Background: an optimization exercise with open tools, aiming at small area, a short achievable clock period and few clock cycles per item. Do not read the settings as production practice. RTL that was checked went through simulation tests only; none was proved equivalent to the original. No activity file was given, so power comes from the tool's default toggle rates.

## main
==> flow/design.v <==
`default_nettype none
package mnps_pkg;
  localparam int DEF_STACK_DEPTH = 16;
  localparam logic FUNC_NOTE_ON  = 1'b0;
  localparam logic FUNC_NOTE_OFF = 1'b1;
  localparam logic [1:0] ACT_NONE    = 2'd0;
  localparam logic [1:0] ACT_START   = 2'd1;
  localparam logic [1:0] ACT_SLIDE   = 2'd2;
  localparam logic [1:0] ACT_RELEASE = 2'd3;
  typedef struct packed {
    logic               func;
    logic        [15:0] note_id;
    logic signed [15:0] note_pitch;
    logic        [15:0] note_velocity;
  } evt_t;
  typedef struct packed {
    logic        [1:0]  action;
    logic        [15:0] voice_id;
    logic signed [15:0] voice_pitch;
    logic        [15:0] voice_velocity;
    logic               overflow;
    logic        [4:0]  held_count;
  } res_t;
  typedef struct packed {
    logic        [15:0] id;
    logic signed [15:0] pitch;
    logic        [15:0] velocity;
  } entry_t;
endpackage
`default_nettype wire
`default_nettype none
module mnps_stack #(
  parameter int STACK_DEPTH = mnps_pkg::DEF_STACK_DEPTH
) (
  input  wire logic                   clk,
  input  wire logic                   rst,
  input  wire logic                   up,
  input  wire logic [STACK_DEPTH-1:0] dn,
  input  wire logic [47:0]            wentry,
  input  wire logic [15:0]            key,
  output logic [STACK_DEPTH-1:0]      eq,
  output logic [STACK_DEPTH-1:0]      valid,
  output logic [STACK_DEPTH-1:0]      valid_n,
  output logic [47:0]                 ent0,
  output logic [47:0]                 ent1
);
  logic [47:0] mem [0:STACK_DEPTH-1];
  for (genvar i = 0; i < STACK_DEPTH; i++) begin : g_ent
    localparam logic [47:0] POL = (i % 2 == 1) ? '1 : '0;
    logic [47:0] below;    
    logic [47:0] above;    
    logic        vbelow;
    logic        vabove;
    logic        sdn;
    logic        hold;
    if (i == 0) begin : g_first
      assign below  = ~wentry;
      assign vbelow = 1'b1;
    end else begin : g_mid
      assign below  = mem[i-1];
      assign vbelow = valid[i-1];
    end
    if (i == STACK_DEPTH - 1) begin : g_last
      assign above  = '0;
      assign vabove = 1'b0;
      assign sdn    = 1'b0;
      assign hold   = !up;
    end else begin : g_inner
      assign above  = mem[i+1];
      assign vabove = valid[i+1];
      assign sdn    = dn[i];
      assign hold   = !up && !dn[i];
    end
    always_ff @(posedge clk) begin
      mem[i] <= ~(({48{up}} & below) | ({48{sdn}} & above) | ({48{hold}} & ~mem[i]));
    end
    assign valid_n[i] = (up && vbelow) || (dn[i] && vabove) || (!up && !dn[i] && valid[i]);
    always_ff @(posedge clk) begin
      if (rst) begin
        valid[i] <= 1'b0;
      end else begin
        valid[i] <= valid_n[i];
      end
    end
    assign eq[i] = valid[i] && ((mem[i][47:32] ^ POL[47:32]) == key);
  end
  assign ent0 = mem[0];
  assign ent1 = ~mem[1];
endmodule
`default_nettype wire
`default_nettype none
module mono_note_priority_stack_unit #(
  parameter int STACK_DEPTH = mnps_pkg::DEF_STACK_DEPTH
) (
  input  wire logic           clk,
  input  wire logic           rst,
  input  wire logic           evt_valid,
  output logic                evt_ready,
  input  wire mnps_pkg::evt_t evt,
  output logic                res_valid,
  input  wire logic           res_ready,
  output mnps_pkg::res_t      res
);
  localparam int D = STACK_DEPTH;
  localparam logic [4:0] C_ONE = 5'd1;
  logic         f_v;
  logic         f_func;
  logic [15:0]  f_id;
  logic [15:0]  f_p;
  logic [15:0]  f_vel;
  logic [D-1:0] f_eq;      
  logic         f_go;      
  logic         f_up;      
  logic [D-1:0] f_hi;      
  logic [D-1:0] f_dn;      
  logic         f_found;   
  logic         f_rem;     
  logic [1:0]     oc;
  mnps_pkg::res_t s_res;
  mnps_pkg::res_t n_res;
  logic [4:0]  cnt;
  logic [15:0] sid;
  logic        svld;
  logic          go;
  logic          ld;
  logic          r_v;
  logic          pop;
  logic          f_v_n;
  logic [1:0]    oc_n;
  logic          go_n;
  logic          on_n;
  logic [D-1:0]  eq;
  logic [D-1:0]  eq_c;
  logic [D-1:0]  eq_n;
  logic [D-1:0]  valid;
  logic [D-1:0]  valid_n;
  logic          on;
  logic          snd;
  logic          one;
  logic          sel1;
  logic [47:0]   ent0;
  logic [47:0]   ent1;
  logic [47:0]   top;
  logic [4:0]    cnt_n;
  mnps_stack #(
    .STACK_DEPTH (D)
  ) u_stack (
    .clk     (clk),
    .rst     (rst),
    .up      (f_up),
    .dn      (f_dn),
    .wentry  ({f_id, f_p, f_vel}),
    .key     (evt.note_id),
    .eq      (eq),
    .valid   (valid),
    .valid_n (valid_n),
    .ent0    (ent0),
    .ent1    (ent1)
  );
  assign go    = f_go;
  assign ld    = !f_v || f_go;
  assign r_v   = (oc != 2'd0);
  assign pop   = r_v && res_ready;
  assign f_v_n = ld ? evt_valid : f_v;
  assign oc_n  = oc + {1'b0, go} - {1'b0, pop};
  assign go_n  = f_v_n && !oc_n[1];
  assign on_n  = ld ? (evt.func == mnps_pkg::FUNC_NOTE_ON) : (f_func == mnps_pkg::FUNC_NOTE_ON);
  always_comb begin
    if (f_up) begin
      eq_c = {eq[D-2:0], (f_id == evt.note_id)};
    end else begin
      for (int i = 0; i < D; i++) begin
        eq_c[i] = f_dn[i] ? ((i == D - 1) ? 1'b0 : eq[(i == D - 1) ? i : i + 1]) : eq[i];
      end
    end
  end
  assign eq_n = ld ? eq_c : f_eq;
  always_comb begin
    f_hi[D-1] = 1'b0;
    for (int i = D - 2; i >= 0; i--) begin
      f_hi[i] = f_hi[i+1] | f_eq[i+1];
    end
  end
  assign f_found = f_hi[0] | f_eq[0];
  assign f_rem   = f_go && !on && f_found;
  assign f_dn    = f_rem ? ~f_hi : '0;
  assign on    = (f_func == mnps_pkg::FUNC_NOTE_ON);
  assign snd   = svld && (sid == f_id);
  assign one   = !valid[1];
  assign sel1  = !f_hi[0] && valid[1];
  assign top   = sel1 ? ent1 : ent0;
  assign cnt_n = f_up ? cnt + C_ONE : f_rem ? cnt - C_ONE : cnt;
  always_comb begin
    if (on) begin
      n_res = {mnps_pkg::ACT_START, f_id, f_p, f_vel, valid[D-1], cnt_n};
    end else if (f_found && snd) begin
      n_res = {(one ? mnps_pkg::ACT_RELEASE : mnps_pkg::ACT_SLIDE), top, 1'b0, cnt_n};
    end else begin
      n_res = {mnps_pkg::ACT_NONE, 48'd0, 1'b0, cnt_n};
    end
  end
  always_ff @(posedge clk) begin
    if (rst) begin
      f_v       <= 1'b0;
      f_go      <= 1'b0;
      f_up      <= 1'b0;
      oc        <= 2'd0;
      evt_ready <= 1'b1;
      res_valid <= 1'b0;
      cnt       <= 5'd0;
      svld      <= 1'b0;
    end else begin
      f_v       <= f_v_n;
      f_go      <= go_n;
      f_up      <= go_n && on_n && !valid_n[D-1];
      oc        <= oc_n;
      evt_ready <= !f_v_n || !oc_n[1];
      res_valid <= (oc_n != 2'd0);
      cnt       <= cnt_n;
      if (go && on) begin
        svld <= 1'b1;
      end else if (f_rem && snd && one) begin
        svld <= 1'b0;
      end
    end
  end
  always_ff @(posedge clk) begin
    if (ld) begin
      f_func <= evt.func;
      f_id   <= evt.note_id;
      f_p    <= evt.note_pitch;
      f_vel  <= evt.note_velocity;
    end
    f_eq <= eq_n;
    if (go && on) begin
      sid <= f_id;
    end else if (f_rem && snd) begin
      sid <= top[47:32];
    end
    if (!oc[1]) begin
      s_res <= n_res;
    end
    if (!r_v || res_ready) begin
      res <= oc[1] ? s_res : n_res;
    end
  end
endmodule
`default_nettype wire
`default_nettype none
module mnps_top (
  input  wire logic        clk,
  input  wire logic        rst,
  input  wire logic        evt_valid,
  output logic             evt_ready,
  input  wire logic        evt_func,
  input  wire logic [15:0] evt_note_id,
  input  wire logic [15:0] evt_note_pitch,
  input  wire logic [15:0] evt_note_velocity,
  output logic             res_valid,
  input  wire logic        res_ready,
  output logic [1:0]       res_action,
  output logic [15:0]      res_voice_id,
  output logic [15:0]      res_voice_pitch,
  output logic [15:0]      res_voice_velocity,
  output logic             res_overflow,
  output logic [4:0]       res_held_count
);
  mnps_pkg::evt_t evt;
  mnps_pkg::res_t res;
  assign evt = {evt_func, evt_note_id, evt_note_pitch, evt_note_velocity};
  assign res_action         = res.action;
  assign res_voice_id       = res.voice_id;
  assign res_voice_pitch    = res.voice_pitch;
  assign res_voice_velocity = res.voice_velocity;
  assign res_overflow       = res.overflow;
  assign res_held_count     = res.held_count;
  mono_note_priority_stack_unit #(
    .STACK_DEPTH (mnps_pkg::DEF_STACK_DEPTH)
  ) u_unit (
    .clk       (clk),
    .rst       (rst),
    .evt_valid (evt_valid),
    .evt_ready (evt_ready),
    .evt       (evt),
    .res_valid (res_valid),
    .res_ready (res_ready),
    .res       (res)
  );
endmodule
`default_nettype wire
==> flow/config.mk <==
export PLATFORM = sky130hd
export DESIGN_NAME = mnps_top
export DESIGN_NICKNAME = mnps_top
export VERILOG_FILES = /design/flow/design.v
export SDC_FILE = /design/flow/constraint.sdc
export NUM_CORES = 4
export LEC_CHECK = 0
export CAP_MARGIN = 20
export CORE_MARGIN = 2
export CORE_UTILIZATION = 40
export SETUP_SLACK_MARGIN = 2.5
export SLEW_MARGIN = 20
==> flow/constraint.sdc <==
create_clock -name core_clock -period 5.0 [get_ports {clk}]
set_input_delay 1.0000 -clock core_clock [delete_from_list [all_inputs] [get_ports {clk}]]
set_output_delay 1.0000 -clock core_clock [all_outputs]
set_load 0.01 [all_outputs]
run.sh (not shown) runs the stock make flow with config.mk's settings and CLKGATE_MAP_FILE= SYNTH_SCRIPT=/design/flow/synth_recipe.tcl, a recipe that flattens the netlist after the stock synthesis.
main went all the way through the flow, and no timing, DRC or antenna check failed.
Input changes introduced in the feature branch (baseline for comparison: main):
--- a/flow/design.v
+++ b/flow/design.v
@@ -44,50 +44,45 @@
   output logic [47:0]                 ent0,
   output logic [47:0]                 ent1
 );
   logic [47:0] mem [0:STACK_DEPTH-1];
   for (genvar i = 0; i < STACK_DEPTH; i++) begin : g_ent
-    localparam logic [47:0] POL = (i % 2 == 1) ? '1 : '0;
-    logic [47:0] below;    
-    logic [47:0] above;    
+    logic [47:0] below;
+    logic [47:0] above;
     logic        vbelow;
     logic        vabove;
-    logic        sdn;
     logic        hold;
     if (i == 0) begin : g_first
-      assign below  = ~wentry;
+      assign below  = wentry;
       assign vbelow = 1'b1;
     end else begin : g_mid
       assign below  = mem[i-1];
       assign vbelow = valid[i-1];
     end
     if (i == STACK_DEPTH - 1) begin : g_last
-      assign above  = '0;
+      assign above  = mem[i];
       assign vabove = 1'b0;
-      assign sdn    = 1'b0;
-      assign hold   = !up;
     end else begin : g_inner
       assign above  = mem[i+1];
       assign vabove = valid[i+1];
-      assign sdn    = dn[i];
-      assign hold   = !up && !dn[i];
-    end
+    end
+    assign hold = !up && !dn[i];
     always_ff @(posedge clk) begin
-      mem[i] <= ~(({48{up}} & below) | ({48{sdn}} & above) | ({48{hold}} & ~mem[i]));
-    end
-    assign valid_n[i] = (up && vbelow) || (dn[i] && vabove) || (!up && !dn[i] && valid[i]);
+      mem[i] <= ({48{up}} & below) | ({48{dn[i]}} & above) | ({48{hold}} & mem[i]);
+    end
+    assign valid_n[i] = (up && vbelow) || (dn[i] && vabove) || (hold && valid[i]);
     always_ff @(posedge clk) begin
       if (rst) begin
         valid[i] <= 1'b0;
       end else begin
         valid[i] <= valid_n[i];
       end
     end
-    assign eq[i] = valid[i] && ((mem[i][47:32] ^ POL[47:32]) == key);
+    assign eq[i] = valid[i] && (mem[i][47:32] == key);
   end
   assign ent0 = mem[0];
-  assign ent1 = ~mem[1];
+  assign ent1 = mem[1];
 endmodule
 `default_nettype wire
 `default_nettype none
 module mono_note_priority_stack_unit #(
   parameter int STACK_DEPTH = mnps_pkg::DEF_STACK_DEPTH
@@ -120,12 +115,10 @@
   mnps_pkg::res_t n_res;
   logic [4:0]  cnt;
   logic [15:0] sid;
   logic        svld;
   logic          go;
-  logic          ld;
-  logic          r_v;
   logic          pop;
   logic          f_v_n;
   logic [1:0]    oc_n;
   logic          go_n;
   logic          on_n;
@@ -156,27 +149,25 @@
     .valid_n (valid_n),
     .ent0    (ent0),
     .ent1    (ent1)
   );
   assign go    = f_go;
-  assign ld    = !f_v || f_go;
-  assign r_v   = (oc != 2'd0);
-  assign pop   = r_v && res_ready;
-  assign f_v_n = ld ? evt_valid : f_v;
+  assign pop   = res_valid && res_ready;
+  assign f_v_n = evt_ready ? evt_valid : f_v;
   assign oc_n  = oc + {1'b0, go} - {1'b0, pop};
   assign go_n  = f_v_n && !oc_n[1];
-  assign on_n  = ld ? (evt.func == mnps_pkg::FUNC_NOTE_ON) : (f_func == mnps_pkg::FUNC_NOTE_ON);
+  assign on_n  = evt_ready ? (evt.func == mnps_pkg::FUNC_NOTE_ON) : (f_func == mnps_pkg::FUNC_NOTE_ON);
   always_comb begin
     if (f_up) begin
       eq_c = {eq[D-2:0], (f_id == evt.note_id)};
     end else begin
       for (int i = 0; i < D; i++) begin
         eq_c[i] = f_dn[i] ? ((i == D - 1) ? 1'b0 : eq[(i == D - 1) ? i : i + 1]) : eq[i];
       end
     end
   end
-  assign eq_n = ld ? eq_c : f_eq;
+  assign eq_n = evt_ready ? eq_c : f_eq;
   always_comb begin
     f_hi[D-1] = 1'b0;
     for (int i = D - 2; i >= 0; i--) begin
       f_hi[i] = f_hi[i+1] | f_eq[i+1];
     end
@@ -223,11 +214,11 @@
         svld <= 1'b0;
       end
     end
   end
   always_ff @(posedge clk) begin
-    if (ld) begin
+    if (evt_ready) begin
       f_func <= evt.func;
       f_id   <= evt.note_id;
       f_p    <= evt.note_pitch;
       f_vel  <= evt.note_velocity;
     end
@@ -238,11 +229,11 @@
       sid <= top[47:32];
     end
     if (!oc[1]) begin
       s_res <= n_res;
     end
-    if (!r_v || res_ready) begin
+    if (!res_valid || res_ready) begin
       res <= oc[1] ? s_res : n_res;
     end
   end
 endmodule
 `default_nettype wire
[summary]
Against main, the feature branch comes in 392 higher on post-layout net count. Going from main to the feature branch, design area shrank by more than 10%. [diff] worst vdd rail ir drop, the feature branch relative to main: improvement. Per the comparison of the feature branch with main, post-CTS clock slew at the launch and capture registers of the worst setup and hold paths comparable, synthesized netlist net count +613, initial core utilization stayed essentially flat. The feature branch vs main — share of power burned in registers rose 0.4 points. The feature branch vs main — height of the die rose 3.0 um.
Testbench counts of the feature branch, summed over its fixed seeds: cycles 16,016, events 16,000.
Only the layout flow was run in main; the RTL was not checked for function there.

re-timing with driven ports:
The results above use ideal ports. As a check the final layouts listed here were re-extracted and re-timed, cells and wires unchanged.
Step 1 (the two cells are an assumption about what drives the block):
set clk [get_ports {clk}]
set_driving_cell -lib_cell sky130_fd_sc_hd__clkbuf_16 $clk
set_driving_cell -lib_cell sky130_fd_sc_hd__buf_2 [delete_from_list [all_inputs] $clk]
Step 2 moves the port delays by t, midway between the first and last clock arrival at a register: inputs arrive t later, outputs are due t later. That takes back most of the time a late clock gives input paths.
Three values: ideal, step 1, step 2; two values: the first two.
| run | t, ns | slack for setup (ns) | worst setup path after step 2 | slew at the worst register clock pin (ns) | worst data-port slew with drivers (ns) |
|---|---|---|---|---|---|
| main | 0.747 | 1.892 / 1.892 / 1.741 | input to register | 0.07 / 0.07 | 0.05 |
| the feature branch | 0.744 | 2.375 / 2.375 / 1.878 | input to register | 0.07 / 0.07 | 0.06 |
After both steps every run listed still meets setup and hold. The setup slack of the feature branch, which loses most, moves by 0.000 ns with the drivers and by -0.497 ns with both steps.
